This is an optimization exercise on Yosys and OpenROAD, whose aim is small area, a short achievable clock period and few clock cycles per item, not a production implementation. Where RTL was checked, it was by simulation tests only, not by an equivalence proof against the original.

==> build 48: inputs <==
// syn_rst_scan_counter
module syn_rst_scan_counter #(
    parameter int TABLE_DEPTH = 64,
    parameter int COUNT_WIDTH = 16
) (
    input  logic                              i_clk,
    input  logic                              i_rst_n,
    input  logic                              req_valid,
    output logic                              req_ready,
    input  logic                              req_action,
    input  logic [srsc_pkg::PROTO_W-1:0]      req_ip_protocol,
    input  logic [srsc_pkg::ADDR_W-1:0]       req_source_address,
    input  logic [srsc_pkg::ADDR_W-1:0]       req_dest_address,
    input  logic                              req_flag_syn,
    input  logic                              req_flag_ack,
    input  logic                              req_flag_rst,
    output logic                              rsp_valid,
    input  logic                              rsp_ready,
    output logic [srsc_pkg::ADDR_W-1:0]       rsp_reported_address,
    output logic [srsc_pkg::RPT_CNT_W-1:0]    rsp_reported_count,
    output logic                              rsp_entry_valid,
    output logic                              rsp_table_overflowed,
    output logic                              rsp_last_of_report,
    input  logic                              psel,
    input  logic                              penable,
    input  logic                              pwrite,
    input  logic [srsc_pkg::APB_ADDR_W-1:0]   paddr,
    input  logic [srsc_pkg::APB_DATA_W-1:0]   pwdata,
    output logic [srsc_pkg::APB_DATA_W-1:0]   prdata,
    output logic                              pready
);
clock: 8.0 ns
lec_check: 0
cap_margin: 20
core_margin: 2
core_utilization: 40
place_density: 0.6
setup_slack_margin: 3.8
slew_margin: 20
run.sh (not shown) runs the stock make flow with config.mk's settings and CLKGATE_MAP_FILE= SYNTH_SCRIPT=/design/flow/synth_recipe.tcl, a recipe that flattens the netlist after the stock synthesis.
==> build 3: changes against build 48 <==
==> flow/design.v (replaced) <==
package srsc_pkg;
    localparam int ADDR_W      = 32;
    localparam int PROTO_W     = 8;
    localparam int THR_W       = 16;
    localparam int RPT_CNT_W   = 16;
    localparam int APB_ADDR_W  = 3;
    localparam int APB_DATA_W  = 32;
    localparam logic REG_SCAN_THRESHOLD = 1'b0;
    localparam logic [PROTO_W-1:0]   PROTO_TCP  = 8'd6;
    localparam logic [THR_W-1:0]     THR_RESET  = 16'd100;
    localparam logic [RPT_CNT_W-1:0] RPT_CNT_MAX = 16'hFFFF;
    typedef struct packed {
        logic accept;      
        logic key_dst;     
        logic rd;          
        logic idx_inc;     
        logic wr_new;      
        logic wr_upd;      
        logic set_ovf;     
        logic load_pend;   
        logic push_mid;    
        logic push_end;    
    } t_cmd;
    typedef struct packed {
        logic in_valid;    
        logic in_rpt;      
        logic in_src_ev;   
        logic in_rst_ev;   
        logic at_end;      
        logic full;        
        logic hit;         
        logic qual;        
        logic pend_vld;    
        logic out_free;    
    } t_sts;
endpackage
import srsc_pkg::*;
module syn_rst_scan_counter #(
    parameter int TABLE_DEPTH = 64,
    parameter int COUNT_WIDTH = 16
) (
    input  logic                              i_clk,
    input  logic                              i_rst_n,
    input  logic                              req_valid,
    output logic                              req_ready,
    input  logic                              req_action,
    input  logic [srsc_pkg::PROTO_W-1:0]      req_ip_protocol,
    input  logic [srsc_pkg::ADDR_W-1:0]       req_source_address,
    input  logic [srsc_pkg::ADDR_W-1:0]       req_dest_address,
    input  logic                              req_flag_syn,
    input  logic                              req_flag_ack,
    input  logic                              req_flag_rst,
    output logic                              rsp_valid,
    input  logic                              rsp_ready,
    output logic [srsc_pkg::ADDR_W-1:0]       rsp_reported_address,
    output logic [srsc_pkg::RPT_CNT_W-1:0]    rsp_reported_count,
    output logic                              rsp_entry_valid,
    output logic                              rsp_table_overflowed,
    output logic                              rsp_last_of_report,
    input  logic                              psel,
    input  logic                              penable,
    input  logic                              pwrite,
    input  logic [srsc_pkg::APB_ADDR_W-1:0]   paddr,
    input  logic [srsc_pkg::APB_DATA_W-1:0]   pwdata,
    output logic [srsc_pkg::APB_DATA_W-1:0]   prdata,
    output logic                              pready
);
    localparam int N = TABLE_DEPTH;
    localparam int W = COUNT_WIDTH;
    localparam int D = 3;            
    localparam int QW = $clog2(D + 1);
    logic [THR_W-1:0] r_thr;
    logic             reg_sel;
    assign reg_sel = (paddr[2] == REG_SCAN_THRESHOLD);
    assign pready  = 1'b1;
    assign prdata  = reg_sel ? APB_DATA_W'(r_thr) : '0;
    always_ff @(posedge i_clk) begin
        if (!i_rst_n) r_thr <= THR_RESET;
        else if (psel && penable && pwrite && reg_sel) r_thr <= pwdata[THR_W-1:0];
    end
    logic [ADDR_W-1:0] t_addr [0:N-1];
    logic [W-1:0]      t_cnt  [0:N-1];
    logic [N-1:0]      t_vld;
    logic [N-1:0]      t_pend;       
    logic [N-1:0]      t_pend2;      
    logic              r_ovf;
    logic              q_rpt  [0:D-1];
    logic              q_two  [0:D-1];
    logic [ADDR_W-1:0] q_key  [0:D-1];
    logic [ADDR_W-1:0] q_key2 [0:D-1];
    logic [QW-1:0]     r_qn;
    logic              r_ready;
    logic              accept, push, pop, src_ev, dst_ev;
    logic [QW-1:0]     qn_next;
    assign req_ready = r_ready;
    assign accept    = req_valid && r_ready;
    assign src_ev    = (req_ip_protocol == PROTO_TCP) && req_flag_syn && !req_flag_ack;
    assign dst_ev    = (req_ip_protocol == PROTO_TCP) && req_flag_rst;
    assign push      = accept && (req_action || src_ev || dst_ev);
    logic         h_vld, h_acct, h_rpt, stop, rpt_go, step2;
    logic [N-1:0] hit, free, alloc, wr_free, bump, sat;
    logic         any_hit;
    logic         rpt_free;
    assign h_vld  = (r_qn != '0);
    assign stop   = |t_pend2;
    assign h_acct = h_vld && !q_rpt[0] && !stop;
    assign h_rpt  = h_vld && q_rpt[0];
    always_comb begin
        for (int i = 0; i < N; i++) begin
            hit[i]  = t_vld[i] && (t_addr[i] == q_key[0]);
            free[i] = !t_vld[i] && ((i == 0) ? 1'b1 : t_vld[(i == 0) ? 0 : i-1]);
            sat[i]  = &t_cnt[i];
        end
    end
    assign any_hit = |hit;
    assign alloc   = (h_acct && !any_hit) ? free : '0;
    assign wr_free = h_acct ? free : '0;
    assign rpt_go = h_rpt && rpt_free;
    assign step2  = h_acct && q_two[0];
    assign pop    = rpt_go || (h_acct && !q_two[0]);
    assign qn_next = r_qn + QW'(push) - QW'(pop);
    always_ff @(posedge i_clk) begin
        if (!i_rst_n) begin
            r_qn    <= '0;
            r_ready <= 1'b0;
        end else begin
            r_qn    <= qn_next;
            r_ready <= (qn_next != QW'(D));
        end
    end
    for (genvar k = 0; k < D; k++) begin : g_q
        always_ff @(posedge i_clk) begin
            if (push && ((pop ? r_qn - 1'b1 : r_qn) == QW'(k))) begin
                q_rpt[k]  <= req_action;
                q_two[k]  <= src_ev && dst_ev;
                q_key[k]  <= src_ev ? req_source_address : req_dest_address;
                q_key2[k] <= req_dest_address;
            end else if (pop) begin
                if (k < D - 1) begin
                    q_rpt[k]  <= q_rpt[(k < D - 1) ? k + 1 : k];
                    q_two[k]  <= q_two[(k < D - 1) ? k + 1 : k];
                    q_key[k]  <= q_key[(k < D - 1) ? k + 1 : k];
                    q_key2[k] <= q_key2[(k < D - 1) ? k + 1 : k];
                end
            end else if (k == 0 && step2) begin
                q_two[k] <= 1'b0;
                q_key[k] <= q_key2[k];
            end
        end
    end
    logic         rpt_scan;      
    logic [N-1:0] rpt_mask;      
    logic [N-1:0] rpt_pick;      
    logic [N-1:0] frz;           
    logic         rpt_ovf;
    logic         rpt_any;
    logic [N-1:0] qual, scan_src, pick, rest;
    logic         out_free, load;
    logic         r_out_vld;
    logic [ADDR_W-1:0]    r_out_addr;
    logic [RPT_CNT_W-1:0] r_out_cnt;
    logic                 r_out_ent;
    logic                 r_out_ovf;
    logic                 r_out_last;
    logic [ADDR_W-1:0]    mux_addr;
    logic [W-1:0]         mux_cnt;
    assign rpt_free = !rpt_scan && (t_pend == '0);
    always_comb begin
        for (int i = 0; i < N; i++) qual[i] = t_vld[i] && (t_cnt[i] > W'(r_thr));
    end
    logic [N-1:0] h_hit;
    assign h_hit = h_acct ? hit : '0;
    assign frz   = rpt_mask | rpt_pick;
    assign bump  = (t_pend | h_hit) & ~frz & ~sat;
    always_ff @(posedge i_clk) begin
        if (!i_rst_n) begin
            t_vld   <= '0;
            t_pend  <= '0;
            t_pend2 <= '0;
            r_ovf   <= 1'b0;
        end else begin
            t_vld   <= t_vld | alloc;
            t_pend  <= (frz & (t_pend | h_hit)) | (~frz & (t_pend2 | (t_pend & h_hit)));
            t_pend2 <= (frz & (t_pend2 | (t_pend & h_hit))) | (~frz & t_pend2 & h_hit);
            if (h_acct && !any_hit && t_vld[N-1]) r_ovf <= 1'b1;
        end
    end
    for (genvar i = 0; i < N; i++) begin : g_slot
        logic [W-1:0] ones;
        always_comb begin
            ones[0] = 1'b1;
            for (int b = 1; b < W; b++) ones[b] = ones[b-1] & t_cnt[i][b-1];
        end
        always_ff @(posedge i_clk) begin
            if (!i_rst_n) t_cnt[i] <= W'(1);
            else          t_cnt[i] <= t_cnt[i] ^ (bump[i] ? ones : '0);
        end
        always_ff @(posedge i_clk) begin
            if (wr_free[i]) t_addr[i] <= q_key[0];
        end
    end
    logic [N-1:0] below [0:6];
    assign scan_src = rpt_go ? qual : rpt_mask;
    assign below[0] = {scan_src[N-2:0], 1'b0};
    for (genvar l = 0; l < 6; l++) begin : g_pfx
        assign below[l+1] = below[l] | (below[l] << (1 << l));
    end
    assign pick     = scan_src & ~below[6];
    assign rest     = scan_src & below[6];
    assign out_free = !r_out_vld || rsp_ready;
    assign load     = rpt_scan && out_free;
    always_comb begin
        mux_addr = '0;
        mux_cnt  = '0;
        for (int i = 0; i < N; i++) begin
            mux_addr = mux_addr | (rpt_pick[i] ? t_addr[i] : '0);
            mux_cnt  = mux_cnt  | (rpt_pick[i] ? t_cnt[i]  : '0);
        end
    end
    always_ff @(posedge i_clk) begin
        if (!i_rst_n) begin
            rpt_scan  <= 1'b0;
            rpt_mask  <= '0;
            rpt_pick  <= '0;
            r_out_vld <= 1'b0;
        end else begin
            if (rpt_go) rpt_scan <= 1'b1;
            else if (load && rpt_mask == '0) rpt_scan <= 1'b0;
            if (rpt_go || load) begin
                rpt_mask <= rest;
                rpt_pick <= pick;
            end
            if (load) r_out_vld <= 1'b1;
            else if (rsp_ready) r_out_vld <= 1'b0;
        end
    end
    always_ff @(posedge i_clk) begin
        if (rpt_go) begin
            rpt_ovf  <= r_ovf;
        end
        if (load) begin
            r_out_addr <= mux_addr;
            r_out_cnt  <= mux_cnt;
            r_out_ent  <= (rpt_pick != '0);
            r_out_ovf  <= rpt_ovf;
            r_out_last <= (rpt_mask == '0);
        end
    end
    assign rsp_valid            = r_out_vld;
    assign rsp_reported_address = r_out_addr;
    assign rsp_reported_count   = r_out_cnt;
    assign rsp_entry_valid      = r_out_ent;
    assign rsp_table_overflowed = r_out_ovf;
    assign rsp_last_of_report   = r_out_last;
endmodule
SETUP_SLACK_MARGIN = 3.6   (was 3.8)
==> notes.md <==
| item | build 48 | build 3 |
|---|---|---|
| Outcome | timing/DRC/antenna clean | stopped before the end |
| Stage where the flow stopped | - | global routing (5_1_grt) |
| Share of the synthesized area in compound gates (AO/OA/AOI/OAI) | 0.1170 | 0.1264 |
| Area share of xor/xnor cells in the synthesized design | 0.1306 | 0.1295 |
| Sequential element share of the synthesized area | 0.5028 | 0.5029 |
| Number of instances in the synthesized netlist | 17380 | 17290 |
| Placed Cells incl. Taps | 23620 | 23860 |
| Sinks on the clock net | 3701 | 3663 |
| Post_cts resized | 416 | 711 |
| Effective utilization at floorplan | 0.4014 | 0.4010 |
| Mean post-synth cell area | 11.22 um^2 | 11.08 um^2 |
| Post-synthesis cell type count | 87 | 93 |
| Number of core rows | 256 | 254 |
| Post-synthesis mux area share | 0.005819 | 0.007408 |
| Chip height | 702.3 um | 696.0 um |
| Floorplan die width | 702.3 um | 696.0 um |
| Post-detail-place hpwl | 666800 um | 1177000 um |
| Final estimated routing congestion in global placement | 1.074 | 1.248 |
| Netlist Area Pre-Place | 195000 um^2 | 191500 um^2 |
| DP Area | 206500 um^2 | 207600 um^2 |
| Top-area cell type share of the netlist area | 0.3688 | 0.3603 |
| Number of buffers created by CTS | 409 | 433 |
| Post-synthesis register bit count | 3701 | 3663 |
| Basic-gate share of the synthesized area counting and, or, nand and nor cells | 0.1517 | 0.1381 |
| Setup fix buffers added after clock tree synthesis | 81 | 201 |
| Number of synthesized flops with an enable pin | 2395 | 2298 |
Testbench counts of build 48, summed over its fixed seeds: cycles 4,194, items 3,200.
The RTL of build 3 was laid out without a check of its function.

port drivers added, routing unchanged:
In the flow no input, the clock included, has a driving cell. The finished layout below was timed again as built, in two steps. Step 1 assumes that a clkbuf_16 drives the clock port and a buf_2 every other input. Step 2 adds t to the input delays and takes it off the output delays; t is the mean of the earliest and latest rising clock arrival at the registers after step 1. Input paths then give back, and output paths get back, about the clock's delay inside the block. Three values: ideal ports, drivers, drivers and shift; two values: the first two.
run: build 48
shift t [ns]: 1.171
setup WS [ns]: 2.967 / 2.967 / 2.967
worst setup path after step 2: register to register
latest minus earliest clock arrival (ns): 0.158 / 0.159
worst data-port slew with drivers (ns): 0.05
After both steps setup and hold are still met in build 48. For build 48, drivers alone change the setup slack by 0.000 ns; drivers and shift together by 0.000 ns.
